This design comes from an exercise in tuning for a short achievable clock period and few clock cycles on the open sky130 flow, not from production work. Where RTL was checked, it was by simulation tests only, not by an equivalence proof against the original. No functional check of the RTL was part of run 1. Power and IR drop assume default switching activity.

==> flow/run.sh <==
#!/bin/bash
# synth_recipe.tcl (not shown) runs the flow's synth.tcl, then flattens the netlist and writes it again
# the make line also repeats each setting of config.mk as NAME=value (left out here)
make -C /OpenROAD-flow-scripts/flow DESIGN_CONFIG=/design/flow/config.mk WORK_HOME=/design/flow/orfs CLKGATE_MAP_FILE= SYNTH_SCRIPT=/design/flow/synth_recipe.tcl finish
==> flow/design.v <==
`timescale 1ns/1ps
`default_nettype none
module cpuCore (
    input  wire         clk,
    input  wire         arstN,
    output logic [31:0] imemAddr,
    input  wire  [31:0] imemData,
    output logic [31:0] dmemAddr,
    output logic [31:0] dmemWdata,
    output logic        dmemRe,
    output logic        dmemWe,
    input  wire  [31:0] dmemRdata,
    output logic        halted
);
    logic [31:0] pc;
    logic        halting;
    logic [31:0] rf [1:31];
    logic [31:0] xA, xB, xS, xAlt;
    logic        xFwdSL;
    logic        xAdd, xSub, xAnd, xOr, xSlt;
    logic [4:0]  xDst;
    logic        xWr, xLoad, xStore, xBr, xHalt;
    logic [31:0] mRes, mSt;
    logic [4:0]  mDst;
    logic        mWr, mLoad, mStore;
    wire [31:0] ins = imemData;
    wire [5:0]  op  = ins[31:26];
    wire [5:0]  fn  = ins[5:0];
    wire [4:0]  rsI = ins[25:21];
    wire [4:0]  rtI = ins[20:16];
    wire [4:0]  rdI = ins[15:11];
    wire [31:0] immExt = {{16{ins[15]}}, ins[15:0]};
    wire isHaltW = &ins;
    wire isR     = (op == 6'd0);
    wire rAdd    = isR & (fn == 6'd32);
    wire rSub    = isR & (fn == 6'd34);
    wire rAnd    = isR & (fn == 6'd36);
    wire rOr     = isR & (fn == 6'd37);
    wire rSlt    = isR & (fn == 6'd42);
    wire rValid  = rAdd | rSub | rAnd | rOr | rSlt;
    wire isJ     = (op == 6'd2);
    wire isBeq   = (op == 6'd4);
    wire isAddi  = (op == 6'd8);
    wire isLw    = (op == 6'd35);
    wire isSw    = (op == 6'd43);
    wire beqSame = isBeq & (rsI == rtI);
    wire beqCond = isBeq & ~beqSame;
    wire immOp   = isAddi | isLw | isSw;
    wire [4:0] dst   = rValid ? rdI : rtI;
    wire       wr    = (rValid | isAddi | isLw) & (dst != 5'd0);
    wire       useRs = rValid | immOp | beqCond;
    wire       useRt = rValid | beqCond;
    wire hitXs = xWr & (xDst == rsI);
    wire hitXt = xWr & (xDst == rtI);
    wire loadUse = xLoad & ((useRs & hitXs) | (useRt & hitXt));
    wire [31:0] mVal = mLoad ? dmemRdata : mRes;
    wire [31:0] rsRf = (rsI == 5'd0) ? 32'd0 : rf[rsI];
    wire [31:0] rtRf = (rtI == 5'd0) ? 32'd0 : rf[rtI];
    wire [31:0] rsV  = (mWr & (mDst == rsI)) ? mVal : rsRf;
    wire [31:0] rtV  = (mWr & (mDst == rtI)) ? mVal : rtRf;
    wire [31:0] pcInc = pc + 32'd1;
    wire [31:0] bTgt  = pcInc + immExt;
    logic mispredict;
    logic [31:0] res;
    wire fire = ~mispredict & ~halting & ~loadUse;
    logic [31:0] pcNext;
    always_comb begin
        if (mispredict)
            pcNext = xAlt;
        else if (halting | loadUse | isHaltW)
            pcNext = pc;
        else if (isJ)
            pcNext = {6'd0, ins[25:0]};
        else if (beqSame)
            pcNext = bTgt;
        else
            pcNext = pcInc;
    end
    assign imemAddr = pc;
    always_ff @(posedge clk or negedge arstN) begin
        if (!arstN) begin
            pc      <= 32'd0;
            halting <= 1'b0;
        end else begin
            pc <= pcNext;
            if (fire & isHaltW)
                halting <= 1'b1;
        end
    end
    always_ff @(posedge clk) begin
        xA     <= hitXs ? res : rsV;
        xB     <= immOp ? immExt : (hitXt ? res : rtV);
        xS     <= hitXt ? res : rtV;
        xFwdSL <= hitXt & xLoad;
        xAlt   <= bTgt;
        xAdd   <= rAdd | immOp;
        xSub   <= rSub;
        xAnd   <= rAnd;
        xOr    <= rOr;
        xSlt   <= rSlt;
        xDst   <= dst;
    end
    always_ff @(posedge clk or negedge arstN) begin
        if (!arstN) begin
            xWr <= 1'b0; xLoad <= 1'b0; xStore <= 1'b0; xBr <= 1'b0; xHalt <= 1'b0;
        end else begin
            xWr    <= fire & wr;
            xLoad  <= fire & isLw;
            xStore <= fire & isSw;
            xBr    <= fire & beqCond;
            xHalt  <= fire & isHaltW;
        end
    end
    wire [31:0] sum  = xA + xB;
    wire [31:0] diff = xA - xB;
    wire        lt   = (xA[31] ^ xB[31]) ? xA[31] : diff[31];
    assign res = ({32{xAdd}} & sum) | ({32{xSub}} & diff) |
                 ({32{xAnd}} & (xA & xB)) | ({32{xOr}} & (xA | xB)) |
                 {31'd0, xSlt & lt};
    assign mispredict = xBr & (xA == xB);
    wire [31:0] st = xFwdSL ? dmemRdata : xS;
    always_ff @(posedge clk) begin
        mRes <= res;
        mSt  <= st;
        mDst <= xDst;
    end
    always_ff @(posedge clk or negedge arstN) begin
        if (!arstN) begin
            mWr <= 1'b0; mLoad <= 1'b0; mStore <= 1'b0;
            halted <= 1'b0;
        end else begin
            mWr    <= xWr;
            mLoad  <= xLoad;
            mStore <= xStore;
            if (xHalt)
                halted <= 1'b1;
        end
    end
    assign dmemAddr  = mRes;
    assign dmemWdata = mSt;
    assign dmemRe    = mLoad;
    assign dmemWe    = mStore;
    always_ff @(posedge clk or negedge arstN) begin
        if (!arstN) begin
            for (int i = 1; i < 32; i++)
                rf[i] <= '0;
        end else if (mWr) begin
            rf[mDst] <= mVal;
        end
    end
endmodule
`default_nettype wire
==> flow/constraint.sdc <==
create_clock -name core_clock -period 6.0 [get_ports {clk}]
set_input_delay 1.2000 -clock core_clock [delete_from_list [all_inputs] [get_ports {clk}]]
set_output_delay 1.2000 -clock core_clock [all_outputs]
set_load 0.01 [all_outputs]
==> flow/config.mk <==
export PLATFORM = sky130hd
export DESIGN_NAME = cpuCore
export DESIGN_NICKNAME = cpuCore
export VERILOG_FILES = /design/flow/design.v
export SDC_FILE = /design/flow/constraint.sdc
export NUM_CORES = 4
export LEC_CHECK = 0
export ABC_CLOCK_PERIOD_IN_PS = 2500
export CAP_MARGIN = 20
export CORE_MARGIN = 2
export CORE_UTILIZATION = 40
export SETUP_SLACK_MARGIN = 3.2
export SLEW_MARGIN = 20
export TNS_END_PERCENT = 100
==> flow_metrics.env, run 1 <==
export IMPL_finalMaxSlewViolations=0
export IMPL_max_stage_delay_ns=0.46
export IMPL_yosysWarningCount=2
export IMPL_start_util=0.4020
export IMPL_outcome="finished clean"
export IMPL_hold_slack_ns=0.3827
export IMPL_finalCritPeriodShare=0.6926
export IMPL_cp_num_buf_inv=2
export IMPL_skew_ns=0.04441
export IMPL_initialDrtViolationCount=13398
export IMPL_synthArstFlopShare=0.8325
export IMPL_tightest_slew_ns=1.213
export IMPL_synth_edf_count=0
export IMPL_die_area_sq_um=162000
export IMPL_grt_pass1_vias=63944
export IMPL_r2r_end="xA[31]"
export IMPL_wl_per_cell_um=35.97
export IMPL_clockRootBuffer="clkbuf_16"
export IMPL_cts_made_buffers=137
export IMPL_rrSetupSlack_ns=1.84
export IMPL_path_max_fanout=2
export IMPL_drc_errors=0
export IMPL_reg2reg_depth=18
export IMPL_fmax_mhz=240.7
export IMPL_nets=7939
export IMPL_grt_max_degree=167
export IMPL_drtAntennaViolNets=0
export IMPL_max_vdd_ir_drop_mv=0.3468
export IMPL_layout_drive_gt1_share=0.2420
export IMPL_place_ws_ns=0.4888
export IMPL_num_rows=146
export IMPL_path_delay_family="compound AO/OA/AOI/OAI gates"
export IMPL_avgSynthCellArea_sq_um=8.795
export IMPL_grt_pass1_wl_um=490900
export IMPL_ys_ff_latch=1242
export IMPL_ys_seq_area_frac=0.4728
export IMPL_clock_latency_ns=0.86
export IMPL_r2r_start="xA[1]"
export IMPL_rsz0062_at_grt="true"
export IMPL_routabilityCongestion=1.043
export IMPL_grt_usage=0.4255
export IMPL_synthFlopType="dfrtp_1"
export IMPL_worstPathCellList="inv_4, ha_4, o21ba_4, or4_4, a211oi_4, nor4_4, buf_6, o21ai_4, a31oi_4, nor3_2, nor2_2, o21bai_2, fa_2, nand2_1, o21ai_1, a221o_1, or2_4, mux2_2"
export IMPL_synth_fp_nets=7428
export IMPL_total_power_w=0.02728
export IMPL_die_x_um=402.5
export IMPL_totalNegativeSetupSlack_ns=0
export IMPL_place_inst=9142
export IMPL_pwr_density_cell_nw_per_um2=329.7
export IMPL_viasPerCell=6.870
export IMPL_wirelength_um=357300
export IMPL_drt_pass1_iterations=19
export IMPL_hold_start="xStore"
export IMPL_antenna_found_initial=18
export IMPL_required_ns=6.71
export IMPL_hpwl_um=217400
export IMPL_synth_cells=7223
export IMPL_timing_slew_headroom=0.1912
export IMPL_arrival_ns=4.87
export IMPL_hold_violations=0
export IMPL_portBuffers=164
export IMPL_hold_path_class="reg -> reg"
export IMPL_cp_start_kind="flip-flop"
export IMPL_slowest_stage="or4_4"
export IMPL_min_path_cells=0
export IMPL_cts_sinks=1242
export IMPL_setup_ws_ns=1.845
export IMPL_area_delta_synth_final_pct=30.25
export IMPL_crit_type="reg -> reg"
export IMPL_die_y_um=402.5
export IMPL_worstSetupEndpointType="flip-flop"
export IMPL_cts_buffer_depth=3
export IMPL_synth_cell_type_count=108
export IMPL_leakagePower_nw=33.72
export IMPL_routed_via_count=68248
export IMPL_synthesis_area_sq_um=63530
export IMPL_maxCapViolCount=0
export IMPL_setup_viol=0
export IMPL_hold_end="mStore"
export IMPL_htreeDepth=4
export IMPL_grt_overflow=0
export IMPL_core_region_area_sq_um=158000
export IMPL_io_pins=165
export IMPL_instances_no_fill=9934
export IMPL_post_route_min_period_ns=4.155
export IMPL_cts_clk_slew_worst_paths_ns=0.06
export IMPL_cts_tree="yes"
## flip-flops by register name (all words and copies together), names as in the netlist, 5 cells and up
name and count:
rf 992, xDst 5, pc 32, mDst 5, mRes 32, xB 32
xA 32, mSt 32, xAlt 32, xS 32
## worst max-delay path by stage
stage          endpoint  depth (start not counted)  slack, ns          from
2_1_floorplan    pc[26]                         11       2.44   imemData[0]
3_3_place_gp     xA[14]                         11       0.08  imemData[23]
3_5_place_dp     xA[29]                         11       0.49  imemData[24]
4_1_cts          xA[31]                         18       1.86         xA[1]
5_1_grt          xA[31]                         18       1.74         xA[1]
6_report         xA[31]                         18       1.84         xA[1]
## layout make-up
| type | count | area [sq um] |
|---|---|---|
| antenna | 22 | 55.05 |
| clock buffer | 193 | 3940 |
| clock inverter | 52 | 548.0 |
| fill | 14198 | 75270 |
| inverter | 146 | 558.0 |
| multi-input combinational | 5220 | 35150 |
| sequential | 1242 | 30130 |
| tap | 2072 | 2592 |
| timing repair buffer | 987 | 9773 |
## synthesized netlist by cell type, drive strengths merged (32+ instances only)
cell | n | area share
o21ai | 587 | 0.046
dfrtp | 1034 | 0.41
nor2 | 869 | 0.051
and3 | 40 | 0.0040
xor2 | 38 | 0.0052
clkbuf | 470 | 0.028
nor4 | 61 | 0.0064
mux2i | 49 | 0.0077
inv | 145 | 0.0086
o22ai | 36 | 0.0035
dfxtp | 208 | 0.066
a22oi | 818 | 0.097
buf | 148 | 0.012
a21o | 48 | 0.0057
nor3 | 76 | 0.0062
nand2 | 733 | 0.043
mux2 | 61 | 0.011
a222oi | 55 | 0.0087
xnor2 | 48 | 0.0066
nand3 | 101 | 0.0080
or3 | 32 | 0.0032
a21oi | 857 | 0.068
nand4 | 135 | 0.013
ha | 135 | 0.027
## cells in the final DEF (no fill, tap or decap), drive strengths merged, types with 26 or more instances in the layout
master / n
xor2: 38
nor4: 61
a31oi: 26
mux2i: 49
clkinv: 28
dfxtp: 208
nand4: 135
nand2: 733
xnor2: 48
ha: 135
and3: 40
a221oi: 27
a21o: 48
buf: 844
a22oi: 818
mux2: 61
a222oi: 55
or3: 32
clkdlybuf4s50: 41
nand3: 101
a21oi: 857
nor3: 76
o21ai: 587
inv: 154
nor2: 870
dfrtp: 1034
dlygate4sd2: 80
o22ai: 36
clkbuf: 200
## timing repair
item,CTS,global route
setup endpoints to repair,654,380
hold buffers,0,0
buffers inserted,393,120
gates cloned,5,3
pin swaps,184,154
resized for setup,752,287
## report_power, final
part	internal, W	switching (W)
Sequential	0.00917	0.000832
Clock	0.00483	0.00380
Combinational	0.00348	0.00517
Total	0.0175	0.00980
## stage by stage
| step | util | area (sq um) |
|---|---|---|
| final | 0.5236 | 82740 |
| after global routing | 0.5233 | 82700 |
| after CTS | 0.5073 | 80160 |
| after detailed placement | 0.4415 | 69760 |
| after global placement | 0.4409 | 69670 |
| after floorplan | - | 65850 |
## per-layer routing
| metal | GRT usage | vias up | wire [um] |
|---|---|---|---|
| li1 | - | 27327 | - |
| met1 | 0.5344 | 32973 | 130700 |
| met2 | 0.5850 | 5906 | 140400 |
| met3 | 0.1782 | 2021 | 51840 |
| met4 | 0.3011 | 21 | 34010 |
| met5 | 0.01130 | - | 312 |
## cell families (layout without fill, tap and decap cells)
| kind of cell | Yosys count | count (layout) | share of synthesized area |
|---|---|---|---|
| AOI/OAI and AO/OA | 2699 | 2699 | 0.2688 |
| and+or+nand+nor | 2183 | 2186 | 0.1519 |
| DFF | 1242 | 1242 | 0.4728 |
| buffers and inverters | 764 | 1378 | 0.04816 |
| adders and majority gates | 139 | 139 | 0.02785 |
| muxes | 110 | 110 | 0.01853 |
| xor gates and xnor gates | 86 | 86 | 0.01186 |
| other | 0 | 22 | 0 |
==> inputs of run 2 (changes only) <==
--- a/flow/design.v
+++ b/flow/design.v
@@ -17,4 +17,4 @@
     logic [31:0] rf [1:31];
-    logic [31:0] xA, xB, xS, xAlt;
-    logic        xFwdSL;
+    logic [31:0] xA, xB, xBn, xS, xAlt;
+    logic        xFwdSL, xFwdLA, xFwdLB;
     logic        xAdd, xSub, xAnd, xOr, xSlt;
@@ -50,7 +50,13 @@
     wire       wr    = (rValid | isAddi | isLw) & (dst != 5'd0);
-    wire       useRs = rValid | immOp | beqCond;
-    wire       useRt = rValid | beqCond;
+    wire       aluRs = rAdd | rSub | rSlt | immOp;
+    wire       aluRt = rAdd | rSub | rSlt;
     wire hitXs = xWr & (xDst == rsI);
     wire hitXt = xWr & (xDst == rtI);
-    wire loadUse = xLoad & ((useRs & hitXs) | (useRt & hitXt));
+    wire loadUse = xLoad & ((aluRs & hitXs) | (aluRt & hitXt));
+    logic sumZero;
+    wire xAddW = xWr & xAdd & ~xLoad;
+    wire beqZ  = beqCond & xAddW &
+                 (((rsI == 5'd0) & (xDst == rtI)) | ((rtI == 5'd0) & (xDst == rsI)));
+    wire beqX  = beqCond & ~beqZ;
+    wire takenF = beqSame | (beqZ & sumZero);
     wire [31:0] mVal = mLoad ? dmemRdata : mRes;
@@ -61,19 +67,22 @@
     wire [31:0] pcInc = pc + 32'd1;
-    wire [31:0] bTgt  = pcInc + immExt;
+    wire [16:0] tgtLo = {1'b0, pc[15:0]} + {1'b0, ins[15:0]} + 17'd1;
+    wire [15:0] pcHi   = pc[31:16];
+    wire [15:0] pcHiP1 = pc[31:16] + 16'd1;
+    wire [15:0] pcHiM1 = pc[31:16] - 16'd1;
+    wire [15:0] tgtHi  = ins[15] ? (tgtLo[16] ? pcHi : pcHiM1)
+                                 : (tgtLo[16] ? pcHiP1 : pcHi);
+    wire [31:0] bTgt   = {tgtHi, tgtLo[15:0]};
     logic mispredict;
     logic [31:0] res;
+    logic [31:0] nextA, nextB, nextS;
     wire fire = ~mispredict & ~halting & ~loadUse;
-    logic [31:0] pcNext;
-    always_comb begin
-        if (mispredict)
-            pcNext = xAlt;
-        else if (halting | loadUse | isHaltW)
-            pcNext = pc;
-        else if (isJ)
-            pcNext = {6'd0, ins[25:0]};
-        else if (beqSame)
-            pcNext = bTgt;
-        else
-            pcNext = pcInc;
-    end
+    wire hold   = halting | loadUse | isHaltW;
+    wire selMis = mispredict;
+    wire selHld = ~mispredict & hold;
+    wire selJ   = ~mispredict & ~hold & isJ;
+    wire selT   = ~mispredict & ~hold & ~isJ & takenF;
+    wire selInc = ~mispredict & ~hold & ~isJ & ~takenF;
+    wire [31:0] pcNext = ({32{selMis}} & xAlt) | ({32{selHld}} & pc) |
+                         ({32{selJ}} & {6'd0, ins[25:0]}) |
+                         ({32{selT}} & bTgt) | ({32{selInc}} & pcInc);
     assign imemAddr = pc;
@@ -90,6 +99,9 @@
     always_ff @(posedge clk) begin
-        xA     <= hitXs ? res : rsV;
-        xB     <= immOp ? immExt : (hitXt ? res : rtV);
-        xS     <= hitXt ? res : rtV;
+        xA     <= nextA;
+        xB     <= nextB;
+        xBn    <= ~nextB;
+        xS     <= nextS;
         xFwdSL <= hitXt & xLoad;
+        xFwdLA <= hitXs & xLoad;
+        xFwdLB <= hitXt & xLoad & ~immOp;
         xAlt   <= bTgt;
@@ -109,3 +121,3 @@
             xStore <= fire & isSw;
-            xBr    <= fire & beqCond;
+            xBr    <= fire & beqX;
             xHalt  <= fire & isHaltW;
@@ -114,9 +126,24 @@
     wire [31:0] sum  = xA + xB;
-    wire [31:0] diff = xA - xB;
+    wire [31:0] diff = xA + xBn + 32'd1;
+    wire [31:0] orPrev = {xA[30:0] | xB[30:0], 1'b0};
+    assign sumZero = &(~(xA ^ xB ^ orPrev));
     wire        lt   = (xA[31] ^ xB[31]) ? xA[31] : diff[31];
+    wire [31:0] lA = xFwdLA ? dmemRdata : xA;
+    wire [31:0] lB = xFwdLB ? dmemRdata : xB;
     assign res = ({32{xAdd}} & sum) | ({32{xSub}} & diff) |
-                 ({32{xAnd}} & (xA & xB)) | ({32{xOr}} & (xA | xB)) |
+                 ({32{xAnd}} & (lA & lB)) | ({32{xOr}} & (lA | lB)) |
                  {31'd0, xSlt & lt};
-    assign mispredict = xBr & (xA == xB);
+    assign mispredict = xBr & (lA == lB);
     wire [31:0] st = xFwdSL ? dmemRdata : xS;
+    wire        fA = hitXs;
+    wire        fB = hitXt & ~immOp;
+    wire        fS = hitXt;
+    wire [31:0] logicRes = ({32{xAnd}} & (lA & lB)) | ({32{xOr}} & (lA | lB)) |
+                           {31'd0, xSlt & lt};
+    wire [31:0] earlyA = fA ? logicRes : rsV;
+    wire [31:0] earlyB = immOp ? immExt : (fB ? logicRes : rtV);
+    wire [31:0] earlyS = fS ? logicRes : rtV;
+    assign nextA = ({32{fA & xAdd}} & sum) | ({32{fA & xSub}} & diff) | earlyA;
+    assign nextB = ({32{fB & xAdd}} & sum) | ({32{fB & xSub}} & diff) | earlyB;
+    assign nextS = ({32{fS & xAdd}} & sum) | ({32{fS & xSub}} & diff) | earlyS;
     always_ff @(posedge clk) begin
--- a/flow/config.mk
+++ b/flow/config.mk
@@ -7,6 +7,6 @@
 export LEC_CHECK = 0
-export ABC_CLOCK_PERIOD_IN_PS = 2500
 export CAP_MARGIN = 20
 export CORE_MARGIN = 2
-export CORE_UTILIZATION = 40
+export CORE_UTILIZATION = 35
+export PLACE_DENSITY = 0.5
 export SETUP_SLACK_MARGIN = 3.2
==> flow_metrics.env, run 2 <==
export IMPL_tightest_slew_ns=1.240
export IMPL_worstSetupEndpointType="flip-flop"
export IMPL_die_x_um=435.4
export IMPL_required_ns=6.71
export IMPL_slowest_stage="a2111o_2"
export IMPL_final_cell_mix="dfrtp_1 (1000), a21oi_1 (743), nor2_1 (742), buf_4 (653), nand2_1 (645)"
export IMPL_leakagePower_nw=36.66
export IMPL_clockRootBuffer="clkbuf_16"
export IMPL_path_delay_family="compound AO/OA/AOI/OAI gates"
export IMPL_synthesis_area_sq_um=65120
export IMPL_drtAntennaViolNets=0
export IMPL_wirelength_um=393700
export IMPL_skew_ns=0.04376
export IMPL_setup_viol=0
export IMPL_synth_cell_type_count=83
export IMPL_reg2reg_depth=15
export IMPL_die_y_um=435.4
export IMPL_drc_errors=0
export IMPL_yosysWarningCount=2
export IMPL_max_vdd_ir_drop_mv=0.2097
export IMPL_routed_via_count=70095
export IMPL_cts_tree="yes"
export IMPL_arrival_ns=4.24
export IMPL_path_max_fanout=8
export IMPL_hold_violations=0
export IMPL_synth_top_cell_area_share=0.3973
export IMPL_finalMaxSlewViolations=0
export IMPL_maxCapViolCount=0
export IMPL_yosysMostFrequentCell="dfrtp_1"
export IMPL_rrSetupSlack_ns=2.51
export IMPL_worstPathCellList="buf_12, inv_12, ha_4, inv_2, fa_2, a211oi_2, o21a_1, o31ai_4, o21a_1, a2111o_2, buf_12, nor4_4, a31oi_2, mux2i_1, mux2i_1, nand2_1"
export IMPL_avgSynthCellArea_sq_um=8.903
export IMPL_critical_path_depth=16
export IMPL_viasPerCell=6.549
export IMPL_synth_edf_count=0
export IMPL_grt_usage=0.3985
export IMPL_ys_ff_latch=1276
export IMPL_hold_path_class="in -> async"
export IMPL_instances_no_fill=10703
export IMPL_max_stage_delay_ns=0.63
export IMPL_core_region_area_sq_um=185200
export IMPL_regMostFlops="rf"
export IMPL_clock_latency_ns=0.86
export IMPL_place_inst=9666
export IMPL_totalNegativeSetupSlack_ns=0
export IMPL_synthTopCellsByArea="dfrtp_1 (40%), dfxtp_1 (7.4%), a22oi_1 (7.0%), a21oi_1 (6.3%), nor2_1 (4.8%)"
export IMPL_synth_fp_nets=7560
export IMPL_synth_cells=7315
export IMPL_initialDrtViolationCount=12333
export IMPL_grt_max_degree=168
export IMPL_cts_buffer_depth=3
export IMPL_num_rows=158
export IMPL_synthFlopType="dfrtp_1"
export IMPL_grt_pass1_wl_um=535400
export IMPL_cts_made_buffers=153
export IMPL_r2r_start="pc[0]"
export IMPL_die_area_sq_um=189500
export IMPL_cts_clk_slew_worst_paths_ns=0.06
export IMPL_largest_reg_flops=992
export IMPL_hpwl_um=235100
export IMPL_cp_num_buf_inv=4
export IMPL_grt_overflow=0
export IMPL_fmax_mhz=283.2
export IMPL_area_delta_synth_final_pct=39.49
export IMPL_cts_sinks=1276
export IMPL_cp_start_kind="primary input"
export IMPL_antenna_found_initial=27
export IMPL_synthArstFlopShare=0.8103
export IMPL_finalCritPeriodShare=0.5885
export IMPL_wl_per_cell_um=36.78
export IMPL_grt_pass1_vias=65278
export IMPL_layout_drive_gt1_share=0.2891
export IMPL_yosys_area_top_type="dfrtp_1"
export IMPL_ys_seq_area_frac=0.4717
export IMPL_start_util=0.3516
export IMPL_final_common_cell="dfrtp_1"
export IMPL_io_pins=165
export IMPL_portBuffers=164
export IMPL_drt_pass1_iterations=10
export IMPL_pwr_density_cell_nw_per_um2=278.4
export IMPL_nets=8330
export IMPL_htreeDepth=4
export IMPL_post_route_min_period_ns=3.531
export IMPL_outcome="finished clean"
export IMPL_routabilityCongestion=0.9878
export IMPL_synth_commonest_cells="dfrtp_1 (1034), nor2_1 (836), a21oi_1 (821), nand2_1 (685), a22oi_1 (607)"
export IMPL_timing_slew_headroom=0.1731
export IMPL_crit_type="in -> reg"
export IMPL_rsz0062_at_grt="true"
export IMPL_r2r_end="pc[31]"
run 2: how the worst max path moves through the flow:
stage	from	slack (ns)	to
3_3_place_gp	imemData[16]	0.46	xB[12]
5_1_grt	imemData[0]	2.39	pc[31]
2_1_floorplan	imemData[0]	2.11	pc[31]
6_report	imemData[0]	2.47	pc[31]
3_5_place_dp	imemData[16]	0.47	xB[12]
4_1_cts	imemData[0]	2.64	pc[27]
run 2: cell type report:
cell class / count / area, sq um
Fill cell: 17159 / 94400
Clock buffer: 213 / 4434
Clock inverter: 66 / 803.3
Timing Repair Buffer: 1234 / 13330
Sequential cell: 1276 / 30920
Inverter: 195 / 772.0
Tap cell: 2480 / 3103
Multi-Input combinational cell: 5225 / 37440
Antenna cell: 14 / 35.03
run 2: layer usage:
| layer | wire length, um | up-vias | track usage |
|---|---|---|---|
| li1 | - | 28240 | - |
| met1 | 146200 | 34259 | 0.5016 |
| met2 | 160800 | 5811 | 0.5654 |
| met3 | 52450 | 1757 | 0.1472 |
| met4 | 34030 | 28 | 0.2722 |
| met5 | 238 | - | 0 |
run 2: power breakdown:
part / switching (W) / total [W] / internal [W]
clock: 0.00422 / 0.00979 / 0.00558
combinational: 0.00368 / 0.00640 / 0.00272
sequential: 0.000246 / 0.00910 / 0.00885
run 2: through the flow:
stage | utilization | area (sq um) | power, W | worst slack [ns] | hold WS (ns)
floorplan | - | 67350 | 0.01160 | 2.111 | 0.3312
global placement | 0.3904 | 72320 | 0.01346 | 0.4562 | 0.3406
detailed placement | 0.3920 | 72620 | 0.01347 | 0.4673 | 0.3389
CTS | 0.4710 | 87250 | 0.02455 | 2.641 | 0.3507
global route | 0.4903 | 90810 | 0.02598 | 2.389 | 0.3781
finish | 0.4904 | 90840 | 0.02529 | 2.469 | 0.3551
run 2: kinds of logic (layout without fill, tap and decap cells):
logic type / count (synthesis) / count (layout) / share of synthesized area
other cells: 0 / 14 / 0
simple gates: 2115 / 2122 / 0.1423
fa+ha+maj: 179 / 179 / 0.03474
buf+inv: 823 / 1708 / 0.04945
compound gates: 2669 / 2670 / 0.2646
xor+xnor: 139 / 139 / 0.01869
flops: 1276 / 1276 / 0.4717
mux: 114 / 115 / 0.01842
run 2: worst register-to-register path: cells and delay by family (launching register included):
| kind | cells | cell delay (ns) |
|---|---|---|
| AOI/OAI and AO/OA | 6 | 1.48 |
| muxes | 2 | 0.45 |
| buffers and inverters | 3 | 0.31 |
| DFF | 1 | 0.41 |
| adders and majority gates | 2 | 0.50 |
| and+or+nand+nor | 2 | 0.21 |
run 2: repair_timing:
item	CTS	global route
endpoints found under the setup margin	863	291
hold buffers	0	0
gates cloned	29	8
setup buffers	524	179
pin swaps	339	253
gates resized for setup	1177	376
Testbench counts of run 2, summed over its fixed seeds: cycles 28,070.
==> inputs of run 3 (changes only) <==
--- a/flow/design.v
+++ b/flow/design.v
@@ -17,3 +17,6 @@
     logic [31:0] rf [1:31];
-    logic [31:0] xA, xB, xBn, xS, xAlt;
+    logic [31:0] xA, xB, xBn, xS;
+    logic [15:0] xLo, xPcHi;
+    logic [31:0] xAlt;
+    logic        xCross, xDown;
     logic        xFwdSL, xFwdLA, xFwdLB;
@@ -21,3 +24,3 @@
     logic [4:0]  xDst;
-    logic        xWr, xLoad, xStore, xBr, xHalt;
+    logic        xWr, xLoad, xStore, xBr, xFix, xHalt;
     logic [31:0] mRes, mSt;
@@ -68,8 +71,4 @@
     wire [16:0] tgtLo = {1'b0, pc[15:0]} + {1'b0, ins[15:0]} + 17'd1;
-    wire [15:0] pcHi   = pc[31:16];
-    wire [15:0] pcHiP1 = pc[31:16] + 16'd1;
-    wire [15:0] pcHiM1 = pc[31:16] - 16'd1;
-    wire [15:0] tgtHi  = ins[15] ? (tgtLo[16] ? pcHi : pcHiM1)
-                                 : (tgtLo[16] ? pcHiP1 : pcHi);
-    wire [31:0] bTgt   = {tgtHi, tgtLo[15:0]};
+    wire        tgtCross = tgtLo[16] ^ ins[15];
+    wire [31:0] tgtF  = {pc[31:16], tgtLo[15:0]};
     logic mispredict;
@@ -86,3 +85,3 @@
                          ({32{selJ}} & {6'd0, ins[25:0]}) |
-                         ({32{selT}} & bTgt) | ({32{selInc}} & pcInc);
+                         ({32{selT}} & tgtF) | ({32{selInc}} & pcInc);
     assign imemAddr = pc;
@@ -106,3 +105,6 @@
         xFwdLB <= hitXt & xLoad & ~immOp;
-        xAlt   <= bTgt;
+        xLo    <= tgtLo[15:0];
+        xPcHi  <= pc[31:16];
+        xCross <= tgtCross;
+        xDown  <= ins[15];
         xAdd   <= rAdd | immOp;
@@ -116,3 +118,4 @@
         if (!arstN) begin
-            xWr <= 1'b0; xLoad <= 1'b0; xStore <= 1'b0; xBr <= 1'b0; xHalt <= 1'b0;
+            xWr <= 1'b0; xLoad <= 1'b0; xStore <= 1'b0; xBr <= 1'b0; xFix <= 1'b0;
+            xHalt <= 1'b0;
         end else begin
@@ -122,2 +125,3 @@
             xBr    <= fire & beqX;
+            xFix   <= fire & takenF & tgtCross;
             xHalt  <= fire & isHaltW;
@@ -135,3 +139,5 @@
                  {31'd0, xSlt & lt};
-    assign mispredict = xBr & (lA == lB);
+    assign mispredict = (xBr & (lA == lB)) | xFix;
+    wire [15:0] altHi = ~xCross ? xPcHi : (xDown ? xPcHi - 16'd1 : xPcHi + 16'd1);
+    assign xAlt = {altHi, xLo};
     wire [31:0] st = xFwdSL ? dmemRdata : xS;
@@ -140,4 +146,3 @@
     wire        fS = hitXt;
-    wire [31:0] logicRes = ({32{xAnd}} & (lA & lB)) | ({32{xOr}} & (lA | lB)) |
-                           {31'd0, xSlt & lt};
+    wire [31:0] logicRes = ({32{xAnd}} & (lA & lB)) | ({32{xOr}} & (lA | lB));
     wire [31:0] earlyA = fA ? logicRes : rsV;
@@ -145,5 +150,8 @@
     wire [31:0] earlyS = fS ? logicRes : rtV;
-    assign nextA = ({32{fA & xAdd}} & sum) | ({32{fA & xSub}} & diff) | earlyA;
-    assign nextB = ({32{fB & xAdd}} & sum) | ({32{fB & xSub}} & diff) | earlyB;
-    assign nextS = ({32{fS & xAdd}} & sum) | ({32{fS & xSub}} & diff) | earlyS;
+    assign nextA = ({32{fA & xAdd}} & sum) | ({32{fA & xSub}} & diff) |
+                   {31'd0, fA & xSlt & lt} | earlyA;
+    assign nextB = ({32{fB & xAdd}} & sum) | ({32{fB & xSub}} & diff) |
+                   {31'd0, fB & xSlt & lt} | earlyB;
+    assign nextS = ({32{fS & xAdd}} & sum) | ({32{fS & xSub}} & diff) |
+                   {31'd0, fS & xSlt & lt} | earlyS;
     always_ff @(posedge clk) begin
--- a/flow/config.mk
+++ b/flow/config.mk
@@ -9,6 +9,5 @@
 export CORE_MARGIN = 2
-export CORE_UTILIZATION = 35
-export PLACE_DENSITY = 0.5
-export SETUP_SLACK_MARGIN = 3.2
+export CORE_UTILIZATION = 40
+export SETUP_SLACK_MARGIN = 3.3
 export SLEW_MARGIN = 20
-export TNS_END_PERCENT = 100
+export TNS_END_PERCENT = 10
==> flow_metrics.env, run 3 <==
export IMPL_outcome="finished clean"
export IMPL_maxCapViolCount=0
export IMPL_die_area_sq_um=168000
export IMPL_htreeDepth=4
export IMPL_grt_overflow=0
export IMPL_num_rows=148
export IMPL_hold_violations=0
export IMPL_slowest_stage="nor4_4"
export IMPL_skew_ns=0.02857
export IMPL_hold_slack_ns=0.3182
export IMPL_required_ns=6.72
export IMPL_post_route_min_period_ns=3.339
export IMPL_start_util=0.4039
export IMPL_clockRootBuffer="clkbuf_16"
export IMPL_fillers=14809
export IMPL_cp_num_buf_inv=4
export IMPL_portBuffers=164
export IMPL_yosysMostFrequentCell="dfrtp_1"
export IMPL_finalMaxSlewViolations=0
export IMPL_totalNegativeSetupSlack_ns=0
export IMPL_synth_edf_count=0
export IMPL_io_pins=165
export IMPL_cts_tree="yes"
export IMPL_critical_path_depth=15
export IMPL_tightest_slew_ns=1.318
export IMPL_synth_cell_type_count=96
export IMPL_nets=8126
export IMPL_viasPerCell=6.761
export IMPL_max_stage_delay_ns=0.49
export IMPL_worstPathCellList="buf_6, buf_12, nand2_1, o21a_1, ha_4, nor4_4, nand4_1, nor2_2, a21o_1, buf_6, a31oi_4, buf_6, a21o_1, a31o_1, a221o_1"
export IMPL_path_delay_family="compound AO/OA/AOI/OAI gates"
export IMPL_drc_errors=0
export IMPL_cts_made_buffers=145
export IMPL_fmax_mhz=299.4
export IMPL_antenna_found_initial=18
export IMPL_routabilityCongestion=1.037
export IMPL_reg2reg_depth=15
export IMPL_grt_pass1_vias=64768
export IMPL_timing_slew_headroom=0.1214
export IMPL_grt_pass1_wl_um=507700
export IMPL_layout_drive_gt1_share=0.2022
export IMPL_drt_pass1_iterations=13
export IMPL_path_max_fanout=6
export IMPL_synth_commonest_cells="dfrtp_1 (1035), nand2_1 (839), a22oi_1 (802), nor2_1 (772), a21oi_1 (761)"
export IMPL_pwr_density_cell_nw_per_um2=314.6
export IMPL_synth_cells=7475
export IMPL_regMostFlops="rf"
export IMPL_final_cell_mix="dfrtp_1 (1034), nand2_1 (815), a22oi_1 (786), a21oi_1 (728), nor2_1 (684)"
export IMPL_rsz0062_at_grt="true"
export IMPL_die_y_um=409.9
export IMPL_hpwl_um=219900
export IMPL_cts_hold_buf=0
export IMPL_finalCritPeriodShare=0.5566
export IMPL_yosysWarningCount=2
export IMPL_routed_via_count=68877
export IMPL_postLayoutCoreUtil=0.5201
export IMPL_grt_usage=0.4270
export IMPL_avgSynthCellArea_sq_um=8.816
export IMPL_ys_seq_area_frac=0.4671
export IMPL_crit_type="reg -> reg"
export IMPL_cp_start_kind="flip-flop"
export IMPL_arrival_ns=4.06
export IMPL_grt_max_degree=173
export IMPL_worstSetupEndpointType="flip-flop"
export IMPL_wirelength_um=368300
export IMPL_largest_reg_flops=992
export IMPL_final_common_cell="dfrtp_1"
export IMPL_yosys_area_top_type="dfrtp_1"
export IMPL_max_vdd_ir_drop_mv=0.2988
export IMPL_synth_top_cell_area_share=0.3930
export IMPL_synthesis_area_sq_um=65900
export IMPL_core_region_area_sq_um=163100
export IMPL_area_delta_synth_final_pct=28.75
export IMPL_cts_clk_slew_worst_paths_ns=0.06
export IMPL_synthFlopType="dfrtp_1"
export IMPL_hold_path_class="in -> async"
export IMPL_cts_sinks=1279
export IMPL_wl_per_cell_um=36.15
export IMPL_ys_ff_latch=1279
export IMPL_drtAntennaViolNets=0
export IMPL_cp_common_cell="buf_6"
export IMPL_synth_fp_nets=7733
export IMPL_synthArstFlopShare=0.8092
export IMPL_synthTopCellsByArea="dfrtp_1 (39%), a22oi_1 (9.1%), dfxtp_1 (7.4%), a21oi_1 (5.8%), nand2_1 (4.8%)"
export IMPL_die_x_um=409.9
export IMPL_initialDrtViolationCount=12298
export IMPL_leakagePower_nw=34.78
export IMPL_setup_viol=0
export IMPL_clock_latency_ns=0.85
export IMPL_cts_buffer_depth=3
==> run 3: cell types whose count changed after synthesis, sizes merged, moves of 59 or more <==
cell    previous run  this run
nor2             838       773
a22o             135        16
a21oi            822       763
a221oi           141        28
nand2            685       839
o21ai            573       656
a22oi            607       802
==> run 3: worst register-to-register path: cells and delay by family (launching register included) <==
kind            cells  cell delay [ns]
simple gates        4             0.90
compound gates      6             1.08
buf+inv             4             0.57
flops               1             0.44
fa+ha+maj           1             0.23
==> run 3: final cells by class <==
cell class	count	area, sq um	share of cell area
Clock buffer	211	4365	0.05145
Multi-Input combinational cell	5370	35740	0.4212
Tap cell	2175	2721	0.03207
Sequential cell	1279	30870	0.3638
Inverter	196	765.7	0.009025
Clock inverter	57	711.9	0.008391
Timing Repair Buffer	876	9615	0.1133
Antenna cell	24	60.06	0.0007078
==> run 3: stage by stage <==
step                      instances  power, W  worst slack, ns  area, sq um
after floorplan                7475   0.01323            2.570        66020
after global placement         9478   0.01550           0.4807        71570
after detailed placement       9486   0.01556           0.5262        71750
after CTS                     10130   0.02621            2.715        83950
after global routing          10165   0.02749            2.553        84790
final                         10188   0.02670            2.661        84850
==> run 3: what timing repair did <==
action | 4_1_cts | 5_1_grt
setup buffers | 352 | 24
gates cloned | 24 | 2
gates resized for setup | 776 | 95
pin swaps | 268 | 62
setup endpoints to repair | 794 | 904
==> run 3: routing by layer <==
layer	track usage	vias to the layer above	wire, um
met5	0.01178	-	203
met3	0.1851	1879	53360
met2	0.5953	5861	147200
met1	0.5185	33213	132000
li1	-	27908	-
met4	0.3174	16	35550
==> run 3: power by group <==
group | internal, W | switching (W)
Sequential | 0.00934 | 0.000784
Clock | 0.00560 | 0.00400
Combinational | 0.00291 | 0.00406
==> run 3: final timing paths <==
path,startpoint,end,slack [ns]
setup / recovery,xFwdLB,pc[25],2.66
hold / removal,arstN,rf[14][26],0.32
setup reg to reg,xFwdLB,pc[25],2.66
hold reg to reg,xStore,mStore,0.36
max in group asynchronous,arstN,rf[25][22],4.08
min in group core_clock,xStore,mStore,0.36
==> run 3: logic make-up (layout without fill, tap and decap cells) <==
logic type                 count (synthesis)  in the layout  share of synthesized area
muxes                                    117            117                    0.01880
xor gates and xnor gates                 126            126                    0.01675
other                                      0             24                          0
AOI/OAI and AO/OA                       2707           2707                     0.2617
and+or+nand+nor                         2224           2228                     0.1485
buffers and inverters                    830           1340                    0.05024
DFF                                     1279           1279                     0.4671
adders and majority gates                192            192                    0.03691
Testbench counts of run 3, summed over its fixed seeds: cycles 28,070.
==> inputs of run 4 (changes only) <==
--- a/flow/design.v
+++ b/flow/design.v
@@ -24,6 +24,10 @@
     logic [4:0]  xDst;
-    logic        xWr, xLoad, xStore, xBr, xFix, xHalt;
+    logic        xWr, xLoad, xStore, xBr, xFix, xHalt, xLalu;
+    logic [31:0] xO, xOn;
+    logic        xLside;
     logic [31:0] mRes, mSt;
     logic [4:0]  mDst;
-    logic        mWr, mLoad, mStore;
+    logic        mWr, mLoad, mStore, mSelL;
+    logic [31:1] mWe;
+    logic [31:0] mResL;
     wire [31:0] ins = imemData;
@@ -53,9 +57,14 @@
     wire       wr    = (rValid | isAddi | isLw) & (dst != 5'd0);
-    wire       aluRs = rAdd | rSub | rSlt | immOp;
-    wire       aluRt = rAdd | rSub | rSlt;
+    wire       rArith = rAdd | rSub | rSlt;
+    wire       useRs  = rValid | immOp | beqCond;
+    wire       useRt  = rValid | beqCond | isSw;
     wire hitXs = xWr & (xDst == rsI);
     wire hitXt = xWr & (xDst == rtI);
-    wire loadUse = xLoad & ((aluRs & hitXs) | (aluRt & hitXt));
+    wire ldA  = xLoad & hitXs;
+    wire ldB  = xLoad & hitXt;
+    wire lAlu = (rArith & (ldA ^ ldB)) | (isAddi & ldA);
+    wire loadUse = (ldA & (isLw | isSw)) | (rArith & ldA & ldB) |
+                   (xLalu & ((useRs & hitXs) | (useRt & hitXt)));
     logic sumZero;
-    wire xAddW = xWr & xAdd & ~xLoad;
+    wire xAddW = xWr & xAdd & ~xLoad & ~xLalu;
     wire beqZ  = beqCond & xAddW &
@@ -64,3 +73,3 @@
     wire takenF = beqSame | (beqZ & sumZero);
-    wire [31:0] mVal = mLoad ? dmemRdata : mRes;
+    wire [31:0] mVal = mLoad ? dmemRdata : (mSelL ? mResL : mRes);
     wire [31:0] rsRf = (rsI == 5'd0) ? 32'd0 : rf[rsI];
@@ -78,10 +87,8 @@
     wire hold   = halting | loadUse | isHaltW;
-    wire selMis = mispredict;
-    wire selHld = ~mispredict & hold;
-    wire selJ   = ~mispredict & ~hold & isJ;
-    wire selT   = ~mispredict & ~hold & ~isJ & takenF;
-    wire selInc = ~mispredict & ~hold & ~isJ & ~takenF;
-    wire [31:0] pcNext = ({32{selMis}} & xAlt) | ({32{selHld}} & pc) |
-                         ({32{selJ}} & {6'd0, ins[25:0]}) |
-                         ({32{selT}} & tgtF) | ({32{selInc}} & pcInc);
+    wire selJ   = ~hold & isJ;
+    wire selT   = ~hold & ~isJ & takenF;
+    wire selInc = ~hold & ~isJ & ~takenF;
+    wire [31:0] pcF = ({32{hold}} & pc) | ({32{selJ}} & {6'd0, ins[25:0]}) |
+                      ({32{selT}} & tgtF) | ({32{selInc}} & pcInc);
+    wire [31:0] pcNext = mispredict ? xAlt : pcF;
     assign imemAddr = pc;
@@ -115,2 +122,5 @@
         xDst   <= dst;
+        xO     <= ldA ? (isAddi ? immExt : rtV) : rsV;
+        xOn    <= ldA ? (isAddi ? ~immExt : ~rtV) : ~rsV;
+        xLside <= ldA;
     end
@@ -119,4 +129,5 @@
             xWr <= 1'b0; xLoad <= 1'b0; xStore <= 1'b0; xBr <= 1'b0; xFix <= 1'b0;
-            xHalt <= 1'b0;
-        end else begin
+            xHalt <= 1'b0; xLalu <= 1'b0;
+        end else begin
+            xLalu  <= fire & lAlu;
             xWr    <= fire & wr;
@@ -139,5 +150,17 @@
                  {31'd0, xSlt & lt};
-    assign mispredict = (xBr & (lA == lB)) | xFix;
+    wire        eqR = (xA == xB);
+    wire        eqL = (dmemRdata == (xFwdLA ? xB : xA));
+    wire        eq  = (xFwdLA | xFwdLB) ? eqL : eqR;
+    assign mispredict = (xBr & eq) | xFix;
     wire [15:0] altHi = ~xCross ? xPcHi : (xDown ? xPcHi - 16'd1 : xPcHi + 16'd1);
     assign xAlt = {altHi, xLo};
+    wire [31:0] ldW  = dmemRdata;
+    wire [31:0] sumL = ldW + xO;
+    wire [31:0] dLO  = ldW + xOn + 32'd1;
+    wire [31:0] nOL  = ldW + xOn;
+    wire        ltLO = (ldW[31] ^ xO[31]) ? ldW[31] : dLO[31];
+    wire        ltOL = (ldW[31] ^ xO[31]) ? xO[31] : ~nOL[31];
+    wire [31:0] resL = ({32{xAdd}} & sumL) |
+                       ({32{xSub & xLside}} & dLO) | ({32{xSub & ~xLside}} & ~nOL) |
+                       {31'd0, xSlt & (xLside ? ltLO : ltOL)};
     wire [31:0] st = xFwdSL ? dmemRdata : xS;
@@ -158,2 +181,3 @@
         mRes <= res;
+        mResL <= resL;
         mSt  <= st;
@@ -163,3 +187,4 @@
         if (!arstN) begin
-            mWr <= 1'b0; mLoad <= 1'b0; mStore <= 1'b0;
+            mWr <= 1'b0; mLoad <= 1'b0; mStore <= 1'b0; mSelL <= 1'b0;
+            mWe <= '0;
             halted <= 1'b0;
@@ -169,2 +194,5 @@
             mStore <= xStore;
+            mSelL  <= xLalu;
+            for (int i = 1; i < 32; i++)
+                mWe[i] <= xWr & (xDst == 5'(i));
             if (xHalt)
@@ -181,4 +209,6 @@
                 rf[i] <= '0;
-        end else if (mWr) begin
-            rf[mDst] <= mVal;
+        end else begin
+            for (int i = 1; i < 32; i++)
+                if (mWe[i])
+                    rf[i] <= mVal;
         end
--- a/flow/config.mk
+++ b/flow/config.mk
@@ -10,4 +10,5 @@
 export CORE_UTILIZATION = 40
+export MIN_ROUTING_LAYER = met2
 export SETUP_SLACK_MARGIN = 3.3
 export SLEW_MARGIN = 20
-export TNS_END_PERCENT = 10
+export TNS_END_PERCENT = 100
==> flow_metrics.env, run 4 <==
export IMPL_outcome="did not finish"
export IMPL_haltStage="global routing (5_1_grt)"
export IMPL_error="[ERROR GRT-0116] Global routing finished with congestion. Check the congestion regions in the DRC Viewer."
export IMPL_place_ws_ns=0.5917
export IMPL_clockRootBuffer="clkbuf_16"
export IMPL_synthesis_area_sq_um=75400
export IMPL_io_pins=165
export IMPL_grt_usage=0.7185
export IMPL_start_util=0.4019
export IMPL_portBuffers=164
export IMPL_yosysMostFrequentCell="dfrtp_1"
export IMPL_synth_top_cell_area_share=0.3544
export IMPL_grt_pass1_wl_um=654200
export IMPL_grt_pass1_vias=110467
export IMPL_yosysWarningCount=34
export IMPL_routabilityCongestion=1.080
export IMPL_num_rows=159
export IMPL_htreeDepth=4
export IMPL_synthFlopType="dfrtp_1"
export IMPL_synth_cells=7213
export IMPL_synth_simple_area_share=0.09095
export IMPL_hpwl_um=244200
export IMPL_ys_seq_area_frac=0.4447
export IMPL_ys_ff_latch=1408
export IMPL_cts_sinks=1408
export IMPL_die_y_um=438.2
export IMPL_cts_made_buffers=161
export IMPL_avgSynthCellArea_sq_um=10.45
export IMPL_synthArstFlopShare=0.7585
export IMPL_synth_top_family_by_area="compound AO/OA/AOI/OAI gates"
export IMPL_grt_max_degree=146
export IMPL_synth_cell_type_count=102
export IMPL_placed_area_sq_um=82990
export IMPL_synth_compound_area_share=0.1926
export IMPL_synthAdderAreaFrac=0.03262
export IMPL_synth_fp_nets=7472
export IMPL_synthMuxAreaShare=0.1703
export IMPL_synthXorXnorAreaFrac=0.02706
export IMPL_synthTopCellsByArea="dfrtp_1 (35%), mux2_2 (15%), dfxtp_1 (9.0%), a22oi_1 (4.7%), a21oi_1 (3.5%)"
export IMPL_die_x_um=438.2
export IMPL_synth_commonest_cells="dfrtp_1 (1068), mux2_2 (1036), a21oi_1 (525), clkbuf_1 (495), a22oi_1 (472)"
export IMPL_cts_buffer_depth=3
export IMPL_grt_overflow=36
export IMPL_yosys_area_top_type="dfrtp_1"
export IMPL_synth_edf_count=0
==> run 4: cell types whose count changed after synthesis, sizes merged, moves of 176 or more <==
cell / change
mux2: +982
a22o: +176
o21ai: -439
a22oi: -330
a221oi: +186
a21oi: -235
nor2: -459
nand2: -588
==> run 4: worst max-delay path by stage <==
stage	start	endpoint	slack, ns	cells past startpoint
3_3_place_gp	imemData[18]	pc[4]	0.63	13
3_5_place_dp	imemData[23]	xO[15]	0.59	13
4_1_cts	dmemRdata[0]	mResL[22]	2.42	16
2_1_floorplan	dmemRdata[0]	mResL[0]	1.91	14
==> run 4: cells by family after synthesis <==
| family | after synthesis |
|---|---|
| compound gates | 2074 |
| mux | 1153 |
| fa+ha+maj | 193 |
| flops | 1408 |
| simple gates | 1353 |
| xor+xnor | 233 |
| buf+inv | 799 |
==> run 4: power by group through the flow <==
stage | sequential, W | combinational [W] | clock [W]
2_1_floorplan | 0.0100 | 0.00150 | 0
3_3_place_gp | 0.0101 | 0.00256 | 0
3_5_place_dp | 0.0101 | 0.00257 | 0
4_1_cts | 0.00986 | 0.00350 | 0.0108
==> run 4: routing by layer <==
| layer | track usage | GRT overflow |
|---|---|---|
| met1 | - | - |
| met2 | 0.7563 | 4 |
| met3 | 0.7931 | 26 |
| met4 | 0.5466 | 0 |
| met5 | 0.5660 | 6 |
==> run 4: per-stage QoR <==
step                        util  instances  hold slack [ns]
after detailed placement  0.4424       9612           0.3412
after global placement    0.4424       9612           0.3375
after CTS                 0.5445      10614           0.3546
after floorplan                -       7213           0.3290
==> run 4: what timing repair did <==
action	4_1_cts
setup buffers	669
hold endpoints to repair	0
setup endpoints to repair	430
resized for setup	1950
pin swaps	598
hold buffers	0
cloned	38
Testbench counts of run 4, summed over its fixed seeds: cycles 27,618.

[static timing again, ports no longer ideal]
No port has a modelled driver above. Below, the same layouts with a new extraction and two added sets of constraints.
Step 1 sets driving cells, clkbuf_16 on the clock port and buf_2 on the other inputs (assumed; they add their load-dependent delay and slew).
Step 2 also shifts input and output timing later by t, the mid clock arrival at the registers, as if the neighbouring blocks saw the same clock.
Slacks: ideal ports / drivers / drivers and shift; pairs: ideal ports / drivers.
| run | t, ns | slack for setup (ns) | latest minus earliest clock arrival (ns) |
|---|---|---|---|
| run 1 | 0.923 | 1.845 / 1.845 / 1.555 | 0.047 / 0.047 |
| run 2 | 0.926 | 2.469 / 2.477 / 1.551 | 0.049 / 0.050 |
| run 3 | 0.921 | 2.661 / 2.661 / 1.792 | 0.038 / 0.039 |
After both steps every run listed still meets setup and hold. The setup slack of run 2, which loses most, moves by +0.008 ns with the drivers and by -0.918 ns with both steps.
